What follows belongs to an exercise in optimizing a design on an open flow for small area, a short achievable clock period and few clock cycles per item; a production flow would make more cautious choices.
At most, simulation tests tie the RTL to the original design; equivalence was not proved.
Power is estimated from default activity; no workload was simulated.

## run A
==> flow/design.v (excerpt) <==
module vpu_sp_top (
  input  logic        clk,
  input  logic        rst_n,
  input  logic        line_start,
  input  logic [7:0]  line_y,
  output logic        busy,
  output logic        line_done,
  output logic        param_req_en,
  output logic [3:0]  param_req_addr,
  input  logic [31:0] param_rdata,
  output logic        tile_req_en,
  output logic [15:0] tile_req_addr,
  input  logic [7:0]  tile_rdata,
  output logic        pal_req_en,
  output logic [9:0]  pal_req_addr,
  input  logic [31:0] pal_rdata,
  output logic        lb_rd_en,
  output logic [7:0]  lb_rd_addr,
  output logic        lb_wr_en,
  output logic [7:0]  lb_wr_addr,
  output logic [31:0] lb_wdata,
  input  logic [31:0] lb_rdata
);
For scale: about 15000 µm² of cells after synthesis.
Settings: LEC_CHECK=0, ABC_AREA=1, CAP_MARGIN=20, CORE_MARGIN=2, CORE_UTILIZATION=50, CTS_BUF_LIST=sky130_fd_sc_hd__clkbuf_8, CTS_CLUSTER_DIAMETER=80, CTS_CLUSTER_SIZE=16, SLEW_MARGIN=75; clock period 11.0 ns.
standard.sh (not shown) runs the stock make flow with config.mk's settings and CLKGATE_MAP_FILE= SYNTH_SCRIPT=/design/flow/synth_recipe.tcl, a recipe that flattens the netlist after the stock synthesis.
==> flow/flow/run.sh <==
#!/bin/bash
# The standard layout, except that
#  - each port gets the smallest buffer (buf_1) instead of the one
#    buffer_ports picks by default;
#  - Yosys's synth runs without its internal abc pass (-noabc), so that the
#    adder trees written in the RTL reach extract_fa as written; the final
#    ABC mapping of the flow is unchanged.
set -euo pipefail
export BUFFER_PORTS_ARGS="-buffer_cell sky130_fd_sc_hd__buf_1"
export SYNTH_ARGS="-noabc"
bash standard.sh finish > standard_flow.log 2>&1
Testbench counts of run A, summed over its fixed seeds: cycles 50,398, lines 512.
> inputs changed (run A -> run B)
# run A
export LEC_CHECK = 0
export ABC_AREA = 1
export CAP_MARGIN = 20
export CORE_MARGIN = 2
export CORE_UTILIZATION = 50
export CTS_BUF_LIST = sky130_fd_sc_hd__clkbuf_8
export CTS_CLUSTER_DIAMETER = 80
export CTS_CLUSTER_SIZE = 16
export SLEW_MARGIN = 75
create_clock -name core_clock -period 11.0 [get_ports {clk}]
# run B
export LEC_CHECK = 0
export ABC_AREA = 1
export CAP_MARGIN = 20
export CORE_MARGIN = 2
export CORE_UTILIZATION = 40
export CTS_BUF_LIST = sky130_fd_sc_hd__clkbuf_8
export CTS_CLUSTER_DIAMETER = 80
export CTS_CLUSTER_SIZE = 16
export SLEW_MARGIN = 85
create_clock -name core_clock -period 11.0 [get_ports {clk}]
[summary]
Every stage of the flow completed for run B, and the final layout passed the timing, DRC and antenna checks.
Changes observed in run B relative to run A: worst-case hold slack closely matched the old numbers, worst-case reg-to-reg path depth increased by 9 relative to the old numbers, remaining max-slew budget at the tightest pin increased by 9.1 points relative to the old numbers, final-layout fill cell count increased by about 30% relative to the old numbers, first-iteration DRC count increased by 2 relative to the old numbers.
Re clock buffer count in the final layout: run A was lower than run B.
Input-level comparison between run C and run B:
# run B
export LEC_CHECK = 0
export ABC_AREA = 1
export CAP_MARGIN = 20
export CORE_MARGIN = 2
export CORE_UTILIZATION = 40
export CTS_BUF_LIST = sky130_fd_sc_hd__clkbuf_8
export CTS_CLUSTER_DIAMETER = 80
export CTS_CLUSTER_SIZE = 16
export SLEW_MARGIN = 85
create_clock -name core_clock -period 11.0 [get_ports {clk}]
# run C
export LEC_CHECK = 0
export ABC_AREA = 1
export CAP_MARGIN = 20
export CORE_MARGIN = 2
export CORE_UTILIZATION = 40
export CTS_BUF_LIST = sky130_fd_sc_hd__clkbuf_8
export CTS_CLUSTER_DIAMETER = 80
export CTS_CLUSTER_SIZE = 16
export SLEW_MARGIN = 75
create_clock -name core_clock -period 11.0 [get_ports {clk}]
==> run notes <==
- Run C finished end to end and its layout was clean on timing, DRC and antenna.
- Run C vs. run B: power after layout went down by about 0.9%, largest incremental delay on the critical path went down by 0.11 ns.
- Run C reports its capturing instance or port of the critical path as tile_req_addr[8] while run B reports u_sp.k_t[7].
- Run B tops out at a lower clock frequency than run C.
Here is what was changed in the inputs of run D compared with run C.
# run C
export LEC_CHECK = 0
export ABC_AREA = 1
export CAP_MARGIN = 20
export CORE_MARGIN = 2
export CORE_UTILIZATION = 40
export CTS_BUF_LIST = sky130_fd_sc_hd__clkbuf_8
export CTS_CLUSTER_DIAMETER = 80
export CTS_CLUSTER_SIZE = 16
export SLEW_MARGIN = 75
create_clock -name core_clock -period 11.0 [get_ports {clk}]
# run D
export LEC_CHECK = 0
export ABC_AREA = 1
export CAP_MARGIN = 20
export CORE_MARGIN = 2
export CORE_UTILIZATION = 40
export CTS_BUF_LIST = sky130_fd_sc_hd__clkbuf_8
export CTS_CLUSTER_DIAMETER = 80
export CTS_CLUSTER_SIZE = 16
export SLEW_MARGIN = 20
create_clock -name core_clock -period 11.0 [get_ports {clk}]
--- outcome ---
Run D reached the end of the flow, and the finished layout is clean on the timing, DRC and antenna checks.
| total power | run D vs run C | better |
Total wire length after detailed routing in run D vs run C: up about 0.9%
Summary of run D over run C: non-clock buffer count dropped about 2.4%, critical path depth climbed 7.

---

Another version of the RTL of vpu_sp_top (not shown whole).
Size: about 1300 cells after synthesis, about 310 flip-flops, about 16000 sq um of cells after synthesis.
Design vpu_sp_top, start of the top module:
module vpu_sp_top (
  input  logic        clk,
  input  logic        rst_n,
  input  logic        line_start,
  input  logic [7:0]  line_y,
  output logic        busy,
  output logic        line_done,
  output logic        param_req_en,
  output logic [3:0]  param_req_addr,
  input  logic [31:0] param_rdata,
  output logic        tile_req_en,
  output logic [15:0] tile_req_addr,
  input  logic [7:0]  tile_rdata,
  output logic        pal_req_en,
  output logic [9:0]  pal_req_addr,
  input  logic [31:0] pal_rdata,
  output logic        lb_rd_en,
  output logic [7:0]  lb_rd_addr,
  output logic        lb_wr_en,
  output logic [7:0]  lb_wr_addr,
  output logic [31:0] lb_wdata,
  input  logic [31:0] lb_rdata
);
Settings: LEC_CHECK=0, CAP_MARGIN=20, CORE_MARGIN=2, CORE_UTILIZATION=40, CTS_CLUSTER_DIAMETER=100, CTS_CLUSTER_SIZE=25, SLEW_MARGIN=20; clock period 11.0 ns.
Scripts as last shown in full above: flow/flow/run.sh
Testbench counts at the start, summed over its fixed seeds: cycles 50,366, lines 512.
Rerun with:
==> flow/flow/run.sh (replaced) <==
#!/bin/bash
# The standard layout, except that each port gets the smallest buffer
# (buf_1) instead of the one buffer_ports picks by default.
set -euo pipefail
export BUFFER_PORTS_ARGS="-buffer_cell sky130_fd_sc_hd__buf_1"
bash standard.sh finish > standard_flow.log 2>&1
SLEW_MARGIN = 75   (was 20)
Result: The new run passed the timing, DRC and antenna checks; final area climbs slightly; die area increases slightly; first-iteration DRC count is lower by a little under a tenth; worst hold slack gets better by 0.015 ns; setup slack improves by 0.30 ns; flip-flop and latch count stays the same.

---

vpu_sp_top, a different RTL version from the one above (not shown whole).
Size: roughly 1,200 cells after synthesis, about 200 I/O pins.
Settings: LEC_CHECK=0, CAP_MARGIN=20, CORE_MARGIN=2, CORE_UTILIZATION=40, CTS_CLUSTER_DIAMETER=100, CTS_CLUSTER_SIZE=25, SLEW_MARGIN=75; clock period 11.0 ns.
==> flow/flow/run.sh <==
#!/bin/bash
# The standard layout, except that
#  - each port gets the smallest buffer (buf_1) instead of the one
#    buffer_ports picks by default;
#  - Yosys's synth runs without its internal abc pass (-noabc), so that the
#    adder trees written in the RTL reach extract_fa as written; the final
#    ABC mapping of the flow is unchanged.
set -euo pipefail
export BUFFER_PORTS_ARGS="-buffer_cell sky130_fd_sc_hd__buf_1"
export SYNTH_ARGS="-noabc"
bash standard.sh finish > standard_flow.log 2>&1
Testbench counts at the start, summed over its fixed seeds: cycles 50,423, lines 512.
Edit:
==> flow/flow/run.sh (replaced) <==
#!/bin/bash
# The standard layout, except that each port gets the smallest buffer
# (buf_1) instead of the one buffer_ports picks by default.
set -euo pipefail
export BUFFER_PORTS_ARGS="-buffer_cell sky130_fd_sc_hd__buf_1"
bash standard.sh finish > standard_flow.log 2>&1
The changed run went through all stages and came out clean.
Area after synthesis shrinks by 0.49%.
Non-clock buffer count falls by 4.
Routed wire length rises by 2.1%.
Final area falls by 0.42%.
Power is lower by 0.46%.
Setup slack gets better by 0.090 ns.
Sequential share of layout area went up by 0.15 points.
Edit:
- CTS_BUF_LIST: unset -> sky130_fd_sc_hd__clkbuf_8
- CTS_CLUSTER_DIAMETER: 100 -> 80
- CTS_CLUSTER_SIZE: 25 -> 16
Outcome: Die area stays the same; utilization decreases by 0.12 points; global-route usage is about the same.

---

vpu_sp_top, a different RTL version from the one above (not shown whole).
For scale: about 1400 cells after synthesis, about 310 flip-flops, roughly 200 I/O pins, roughly 16000 um^2 of cells after synthesis.
==> flow/design.v (excerpt) <==
module vpu_sp_top (
  input  logic        clk,
  input  logic        rst_n,
  input  logic        line_start,
  input  logic [7:0]  line_y,
  output logic        busy,
  output logic        line_done,
  output logic        param_req_en,
  output logic [3:0]  param_req_addr,
  input  logic [31:0] param_rdata,
  output logic        tile_req_en,
  output logic [15:0] tile_req_addr,
  input  logic [7:0]  tile_rdata,
  output logic        pal_req_en,
  output logic [9:0]  pal_req_addr,
  input  logic [31:0] pal_rdata,
  output logic        lb_rd_en,
  output logic [7:0]  lb_rd_addr,
  output logic        lb_wr_en,
  output logic [7:0]  lb_wr_addr,
  output logic [31:0] lb_wdata,
  input  logic [31:0] lb_rdata
);
Settings: LEC_CHECK=0, CAP_MARGIN=20, CORE_MARGIN=2, CORE_UTILIZATION=40, CTS_CLUSTER_DIAMETER=100, CTS_CLUSTER_SIZE=25, SLEW_MARGIN=20; clock period 11.0 ns.
==> flow/flow/run.sh <==
#!/bin/bash
# The standard layout, except that each port gets the smallest buffer
# (buf_1) instead of the one buffer_ports picks by default.
set -euo pipefail
export BUFFER_PORTS_ARGS="-buffer_cell sky130_fd_sc_hd__buf_1"
bash standard.sh finish > standard_flow.log 2>&1
The baseline went through all stages and came out clean.
Change:
Settings changed: CTS_CLUSTER_SIZE 25 to 30.
=>
- The new run completed with no timing, DRC or antenna violations
- worst hold slack hardly moves
- flip-flop and latch count stays the same
- combinational power barely changes
- cell area stays flat
- setup slack gets worse by 0.0080 ns
- die area is unchanged
- global-route usage shrinks by 0.14 points
Function was not checked in any run of this note: the RTL went through the layout flow alone.

==> static timing again, ports no longer ideal <==
No port has a modelled driver above. Below, the same layouts with a new extraction and two added sets of constraints. Step 1: set_driving_cell puts a clkbuf_16 on clk and a buf_2 on each other input, an assumption about the parent block. Step 2, shift: input delay + t, output delay - t, t = (earliest + latest rising clock arrival at the registers) / 2. This alone moves slack from input paths to output paths. Three values: ideal, step 1, step 2; two values: the first two.
run	t (ns)	slack for setup (ns)	worst data-port slew with drivers (ns)	pins driven straight from the clock port
run A	0.618	7.517 / 7.468 / 7.141	0.08	1
run B	0.629	3.023 / 3.023 / 3.023	0.09	1
run C	0.631	7.535 / 7.489 / 7.098	0.09	1
run D	0.632	7.275 / 7.275 / 7.107	0.09	1
the first run of note 2	0.578	7.153 / 7.153 / 6.838	0.08	1
the second run of note 2	0.570	7.450 / 7.473 / 6.903	0.09	1
the first run of note 3	0.558	7.374 / 7.404 / 6.846	0.06	1
the second run of note 3	0.563	7.464 / 7.487 / 6.929	0.08	1
the third run of note 3	0.639	7.486 / 7.434 / 6.931	0.08	1
the first run of note 4	0.587	7.383 / 7.383 / 6.901	0.09	1
the second run of note 4	0.568	7.375 / 7.375 / 6.900	0.10	1
After both steps every run listed still meets setup and hold. For the third run of note 3, which loses most, drivers alone change the setup slack by -0.052 ns; drivers and shift together by -0.555 ns.
